This is an optimization exercise on Yosys and OpenROAD, whose aim is a short achievable clock period and few clock cycles per item, not a production implementation.
The RTL was checked by simulation tests, not by an equivalence proof against the original design.
Power figures rest on the tool's default switching activity, not on a simulated workload.

==> inputs of run Y <==
==> flow/design.v <==
package freecell_pkg;
    typedef logic [1:0] suit_t;
    localparam suit_t HEARTS   = 2'd0;
    localparam suit_t SPADES   = 2'd1;
    localparam suit_t CLUBS    = 2'd2;
    localparam suit_t DIAMONDS = 2'd3;
    typedef logic [3:0] rank_t;
    typedef struct packed {
        suit_t suit;
        rank_t rank;
    } card_t;
    typedef logic [3:0] loc_t;
    typedef logic [15:0] count_t;
    typedef logic [4:0]  depth_t;
    typedef logic [2:0]  cell_limit_t;
    localparam int NUM_COLS  = 8;
    localparam int COL_DEPTH = 20;
    localparam int NUM_CELLS = 4;
    localparam rank_t RANK_KING  = 4'd13;
    localparam card_t EMPTY_CARD = '0;
    function automatic logic is_red(input suit_t suit);
        is_red = (suit == HEARTS) || (suit == DIAMONDS);
    endfunction
    function automatic logic loc_is_col(input loc_t loc);
        loc_is_col = !loc[3];
    endfunction
    function automatic logic loc_is_cell(input loc_t loc);
        loc_is_cell = loc[3:2] == 2'b10;
    endfunction
    function automatic logic loc_is_home(input loc_t loc);
        loc_is_home = loc[3:2] == 2'b11;
    endfunction
    function automatic logic [2:0] loc_index(input loc_t loc);
        loc_index = loc[3] ? {1'b0, loc[1:0]} : loc[2:0];
    endfunction
endpackage
`timescale 1ns/1ps
module rule_regs (
    input  logic        clock,
    input  logic        arst_n,
    input  logic        cfg_write,
    input  logic [2:0]  cfg_cells,
    input  logic        cfg_empty_any,
    input  logic        move_done,
    input  logic        move_ok,
    output logic [2:0] cell_limit,
    output logic        empty_any,
    output logic [15:0]      accepted_count,
    output logic [15:0]      rejected_count
);
    freecell_pkg::cell_limit_t cells_clamped;
    always_comb begin
        if (cfg_cells == 3'd0)
            cells_clamped = 3'd1;
        else if (cfg_cells > 3'(freecell_pkg::NUM_CELLS))
            cells_clamped = 3'(freecell_pkg::NUM_CELLS);
        else
            cells_clamped = cfg_cells;
    end
    always_ff @(posedge clock or negedge arst_n) begin
        if (!arst_n) begin
            cell_limit <= 3'(freecell_pkg::NUM_CELLS);
            empty_any  <= 1'b1;
        end else if (cfg_write) begin
            cell_limit <= cells_clamped;
            empty_any  <= cfg_empty_any;
        end
    end
    always_ff @(posedge clock or negedge arst_n) begin
        if (!arst_n) begin
            accepted_count <= '0;
            rejected_count <= '0;
        end else if (move_done) begin
            if (move_ok)
                accepted_count <= accepted_count + 1'b1;
            else
                rejected_count <= rejected_count + 1'b1;
        end
    end
endmodule
`timescale 1ns/1ps
module tableau_store (
    input  logic        clock,
    input  logic        arst_n,
    input  logic [7:0]  col_push,
    input  logic [7:0]  col_pop,
    input  logic [5:0]  push_card,
    output logic [47:0] top,
    output logic [7:0]  full
);
    localparam int D = freecell_pkg::COL_DEPTH;
    logic [freecell_pkg::NUM_COLS*D*6-1:0] stack;
    always_comb begin
        for (int c = 0; c < freecell_pkg::NUM_COLS; c++) begin
            top[c*6 +: 6] = stack[(c*D)*6 +: 6];
            full[c] = stack[(c*D+D-1)*6 +: 4] != '0;
        end
    end
    always_ff @(posedge clock or negedge arst_n) begin
        if (!arst_n) begin
            stack <= '0;
        end else begin
            for (int c = 0; c < freecell_pkg::NUM_COLS; c++) begin
                if (col_push[c]) begin
                    stack[(c*D)*6 +: 6] <= push_card;
                    for (int i = 1; i < D; i++)
                        stack[(c*D+i)*6 +: 6] <= stack[(c*D+i-1)*6 +: 6];
                end else if (col_pop[c]) begin
                    for (int i = 0; i < D-1; i++)
                        stack[(c*D+i)*6 +: 6] <= stack[(c*D+i+1)*6 +: 6];
                    stack[(c*D+D-1)*6 +: 6] <= '0;
                end
            end
        end
    end
endmodule
`timescale 1ns/1ps
module cell_store (
    input  logic        clock,
    input  logic        arst_n,
    input  logic [3:0]  cell_write,
    input  logic [3:0]  cell_clear,
    input  logic [3:0]  home_inc,
    input  logic [5:0]  write_card,
    output logic [23:0] cell_card,
    output logic [23:0] home_card,
    output logic [15:0] home_rank,
    output logic        all_kings
);
    logic [23:0] cells;
    logic [15:0] hrank;
    always_comb begin
        all_kings = 1'b1;
        cell_card = cells;
        home_rank = hrank;
        for (int s = 0; s < 4; s++) begin
            home_card[s*6 +: 6] = (hrank[s*4 +: 4] != '0) ? {2'(s), hrank[s*4 +: 4]} : 6'd0;
            all_kings &= (hrank[s*4 +: 4] == freecell_pkg::RANK_KING);
        end
    end
    always_ff @(posedge clock or negedge arst_n) begin
        if (!arst_n) begin
            cells <= '0;
            hrank <= '0;
        end else begin
            for (int i = 0; i < freecell_pkg::NUM_CELLS; i++) begin
                if (cell_write[i])
                    cells[i*6 +: 6] <= write_card;
                else if (cell_clear[i])
                    cells[i*6 +: 6] <= '0;
            end
            for (int s = 0; s < 4; s++)
                if (home_inc[s])
                    hrank[s*4 +: 4] <= hrank[s*4 +: 4] + 4'd1;
        end
    end
endmodule
`timescale 1ns/1ps
module move_engine (
    input  logic        clock,
    input  logic        arst_n,
    input  logic        move_valid,
    input  logic [3:0]  move_src,
    input  logic [3:0]  move_dst,
    input  logic        deal_valid,
    input  logic [2:0]  deal_col,
    input  logic [5:0]  deal_card,
    input  logic [2:0]  cell_limit,
    input  logic        empty_any,
    input  logic [95:0] card,
    input  logic [7:0]  col_full,
    input  logic [15:0] home_rank,
    input  logic        all_kings,
    output logic [7:0]  col_push,
    output logic [7:0]  col_pop,
    output logic [5:0]  push_card,
    output logic [3:0]  cell_write,
    output logic [3:0]  cell_clear,
    output logic [3:0]  home_inc,
    output logic [5:0]  write_card,
    output logic        move_done,
    output logic        move_ok,
    output logic        win
);
    function automatic logic legal_fn(input logic [5:0] cs, input logic [5:0] cd,
                                      input logic [3:0] hr, input logic full_d,
                                      input int s, input int d,
                                      input logic [2:0] limit, input logic any);
        legal_fn = 1'b0;
        if (s != d && cs[3:0] != '0) begin
            if (d >= 12)
                legal_fn = (cs[5:4] == 2'(d - 12)) && (cs[3:0] == hr + 4'd1);
            else if (d >= 8)
                legal_fn = (cd[3:0] == '0) && (3'(d - 8) < limit);
            else if (cd[3:0] != '0)
                legal_fn = (freecell_pkg::is_red(cs[5:4]) != freecell_pkg::is_red(cd[5:4]))
                        && (cs[3:0] + 4'd1 == cd[3:0])
                        && !full_d;
            else
                legal_fn = any || (cs[3:0] == freecell_pkg::RANK_KING);
        end
    endfunction
    logic [191:0] tbl;     
    logic [15:0] src_oh;
    logic [15:0] dst_oh;
    logic [15:0] to_ok;      
    logic [11:0] from_ok;    
    logic [5:0]  src_card;
    logic        deal_q;
    logic [2:0]  deal_col_q;
    logic [5:0]  deal_card_q;
    always_comb begin
        for (int s = 0; s < 12; s++)
            for (int d = 0; d < 16; d++)
                tbl[s*16+d] = !all_kings && legal_fn(card[s*6 +: 6], card[d*6 +: 6], home_rank[(d%4)*4 +: 4],
                                                   col_full[d % 8], s, d, cell_limit, empty_any);
    end
    always_comb begin
        for (int l = 0; l < 16; l++) begin
            src_oh[l] = move_valid && (move_src == 4'(l));
            dst_oh[l] = move_dst == 4'(l);
        end
        for (int d = 0; d < 16; d++) begin
            to_ok[d] = 1'b0;
            for (int s = 0; s < 12; s++)
                to_ok[d] |= src_oh[s] && tbl[s*16+d];
            to_ok[d] &= dst_oh[d];
        end
        for (int s = 0; s < 12; s++) begin
            from_ok[s] = 1'b0;
            for (int d = 0; d < 16; d++)
                from_ok[s] |= dst_oh[d] && tbl[s*16+d];
            from_ok[s] &= src_oh[s];
        end
        src_card = '0;
        for (int s = 0; s < 12; s++)
            if (move_src == 4'(s))
                src_card = card[s*6 +: 6];
    end
    always_ff @(posedge clock or negedge arst_n) begin
        if (!arst_n)
            deal_q <= 1'b0;
        else
            deal_q <= deal_valid;
    end
    always_ff @(posedge clock) begin
        if (deal_valid) begin
            deal_col_q  <= deal_col;
            deal_card_q <= deal_card;
        end
    end
    always_comb begin
        for (int c = 0; c < 8; c++) begin
            col_push[c] = to_ok[c] || (deal_q && deal_col_q == 3'(c) && !col_full[c]);
            col_pop[c]  = from_ok[c];
        end
        for (int i = 0; i < 4; i++) begin
            cell_write[i] = to_ok[8 + i];
            cell_clear[i] = from_ok[8 + i];
            home_inc[i]   = to_ok[12 + i];
        end
    end
    assign push_card  = deal_q ? deal_card_q : src_card;
    assign write_card = src_card;
    always_ff @(posedge clock or negedge arst_n) begin
        if (!arst_n) begin
            move_done <= 1'b0;
            move_ok   <= 1'b0;
            win       <= 1'b0;
        end else begin
            move_done <= move_valid;
            move_ok   <= |to_ok;
            win       <= win || all_kings;
        end
    end
endmodule
`timescale 1ns/1ps
module freecell_top (
    input  logic       clock,
    input  logic       arst_n,
    input  logic       cfg_write,
    input  logic [2:0] cfg_cells,
    input  logic       cfg_empty_any,
    input  logic       deal_valid,
    input  logic [2:0] deal_col,
    input  logic [5:0]      deal_card,
    input  logic       move_valid,
    input  logic [3:0]       move_src,
    input  logic [3:0]       move_dst,
    input  logic [3:0]       view_loc,
    output logic       move_done,
    output logic       move_ok,
    output logic       win,
    output logic [5:0]      view_card,
    output logic [15:0]     accepted_count,
    output logic [15:0]     rejected_count
);
    freecell_pkg::cell_limit_t cell_limit;
    logic        empty_any;
    logic [7:0]  col_push, col_pop, col_full;
    logic [5:0]  push_card, write_card;
    logic [47:0] col_top;
    logic [3:0]  cell_write, cell_clear, home_inc;
    logic [23:0] cell_card;
    logic [23:0] home_card;
    logic [15:0] home_rank;
    logic        all_kings;
    logic [95:0] card;
    assign card = {home_card, cell_card, col_top};
    assign view_card = card[view_loc*6 +: 6];
    rule_regs u_rules (
        .clock, .arst_n, .cfg_write, .cfg_cells, .cfg_empty_any,
        .move_done, .move_ok, .cell_limit, .empty_any,
        .accepted_count, .rejected_count
    );
    move_engine u_engine (
        .clock, .arst_n, .move_valid, .move_src, .move_dst,
        .deal_valid, .deal_col, .deal_card, .cell_limit, .empty_any,
        .card, .col_full, .home_rank, .all_kings,
        .col_push, .col_pop, .push_card, .cell_write, .cell_clear, .home_inc,
        .write_card, .move_done, .move_ok, .win
    );
    tableau_store u_tableau (
        .clock, .arst_n, .col_push, .col_pop, .push_card,
        .top(col_top), .full(col_full)
    );
    cell_store u_cells (
        .clock, .arst_n, .cell_write, .cell_clear, .home_inc, .write_card,
        .cell_card, .home_card, .home_rank, .all_kings
    );
endmodule
==> flow/run.sh <==
#!/bin/bash
# synth_recipe.tcl (not shown) runs the flow's synth.tcl, then flattens the netlist and writes it again
# the make line also repeats each setting of config.mk as NAME=value (left out here)
make -C /OpenROAD-flow-scripts/flow DESIGN_CONFIG=/design/flow/config.mk WORK_HOME=/design/flow/orfs CLKGATE_MAP_FILE= SYNTH_SCRIPT=/design/flow/synth_recipe.tcl finish
==> flow/config.mk <==
export PLATFORM = sky130hd
export DESIGN_NAME = freecell_top
export DESIGN_NICKNAME = freecell_top
export VERILOG_FILES = /design/flow/design.v
export SDC_FILE = /design/flow/constraint.sdc
export NUM_CORES = 4
export LEC_CHECK = 0
export ABC_CLOCK_PERIOD_IN_PS = 4000
export CAP_MARGIN = 20
export CORE_MARGIN = 2
export CORE_UTILIZATION = 50
export GPL_TIMING_DRIVEN = 1
export SETUP_SLACK_MARGIN = 5
export SLEW_MARGIN = 20
export TNS_END_PERCENT = 100
==> flow/constraint.sdc <==
create_clock -name core_clock -period 10.0 [get_ports {clock}]
set_input_delay 2.0000 -clock core_clock [delete_from_list [all_inputs] [get_ports {clock}]]
set_output_delay 2.0000 -clock core_clock [all_outputs]
set_load 0.01 [all_outputs]
==> run G: changes against run Y <==
ABC_CLOCK_PERIOD_IN_PS = default   (was 4000)
CORE_UTILIZATION = 40   (was 50)
GPL_TIMING_DRIVEN = default   (was 1)
SETUP_SLACK_MARGIN = default   (was 5)
TNS_END_PERCENT = default   (was 100)
==> summary.txt <==
| item | run G | run Y |
|---|---|---|
| Outcome | no timing/DRC/antenna violations | no timing/DRC/antenna violations |
| Layout cells sized above 1 | 14.6% | 15.6% |
| Global routing usage on met3 | 5.35% | 7.45% |
| Number of inserted filler cells in the final layout | 15.1k | 11.1k |
| Combinational share of power | 43.2% | 44.5% |
| Pin count of the biggest net entering global routing | 230 | 142 |
| Routed length per placed instance | 24.7 um | 26.2 um |
| Leakage Power | 31.6 nW | 31.8 nW |
| Final cell count without fillers | 8392 | 7972 |
| Area after detailed placement | 66000 um2 | 65500 um2 |
| Fraction of area in multi-input gates | 49.3% | 49.7% |
| Place WS | 2720 ps | 2760 ps |
| Initial Util | 40.2% | 50.5% |
| Timing startpoint of the critical path | move_src[1] | view_loc[0] |
| Element type at the critical path end | flip-flop | primary output |
| Core Region | 158000 um2 | 126000 um2 |
| Area delta synth->final | 10.4% | 10.5% |
| Worst r2r path cells | 11 | 13 |
| Tap cells | 2072 | 1650 |
| Die boundary width | 403 um | 361 um |
| Number of resized instances in the post-cts repair step | 0 | 148 |
| CP Capture Point | u_tableau.stack[541] | view_card[2] |
Testbench counts of run Y, summed over its fixed seeds: cycles 8,032, moves 8,000.
Testbench counts of run G, summed over its fixed seeds: cycles 8,032, moves 8,000.

re-timing with driven ports:
The results above use ideal ports. As a check the final layouts listed here were re-extracted and re-timed, cells and wires unchanged. Step 1: set_driving_cell puts a clkbuf_16 on clock and a buf_2 on each other input, an assumption about the parent block. Step 2, shift: input delay + t, output delay - t, t = (earliest + latest rising clock arrival at the registers) / 2. This alone moves slack from input paths to output paths. Three values: ideal, step 1, step 2; two values: the first two.
| run | t, ns | setup slack, ns | worst hold slack (ns) | worst setup path after step 2 |
|---|---|---|---|---|
| run Y | 0.825 | 4.503 / 4.427 / 4.058 | 0.473 / 0.473 / 0.473 | input to register |
| run G | 0.830 | 3.256 / 3.302 / 2.472 | 0.469 / 0.469 / 0.469 | input to register |
After both steps every run listed still meets setup and hold. For run G, which loses most, drivers alone change the setup slack by +0.046 ns; drivers and shift together by -0.784 ns.
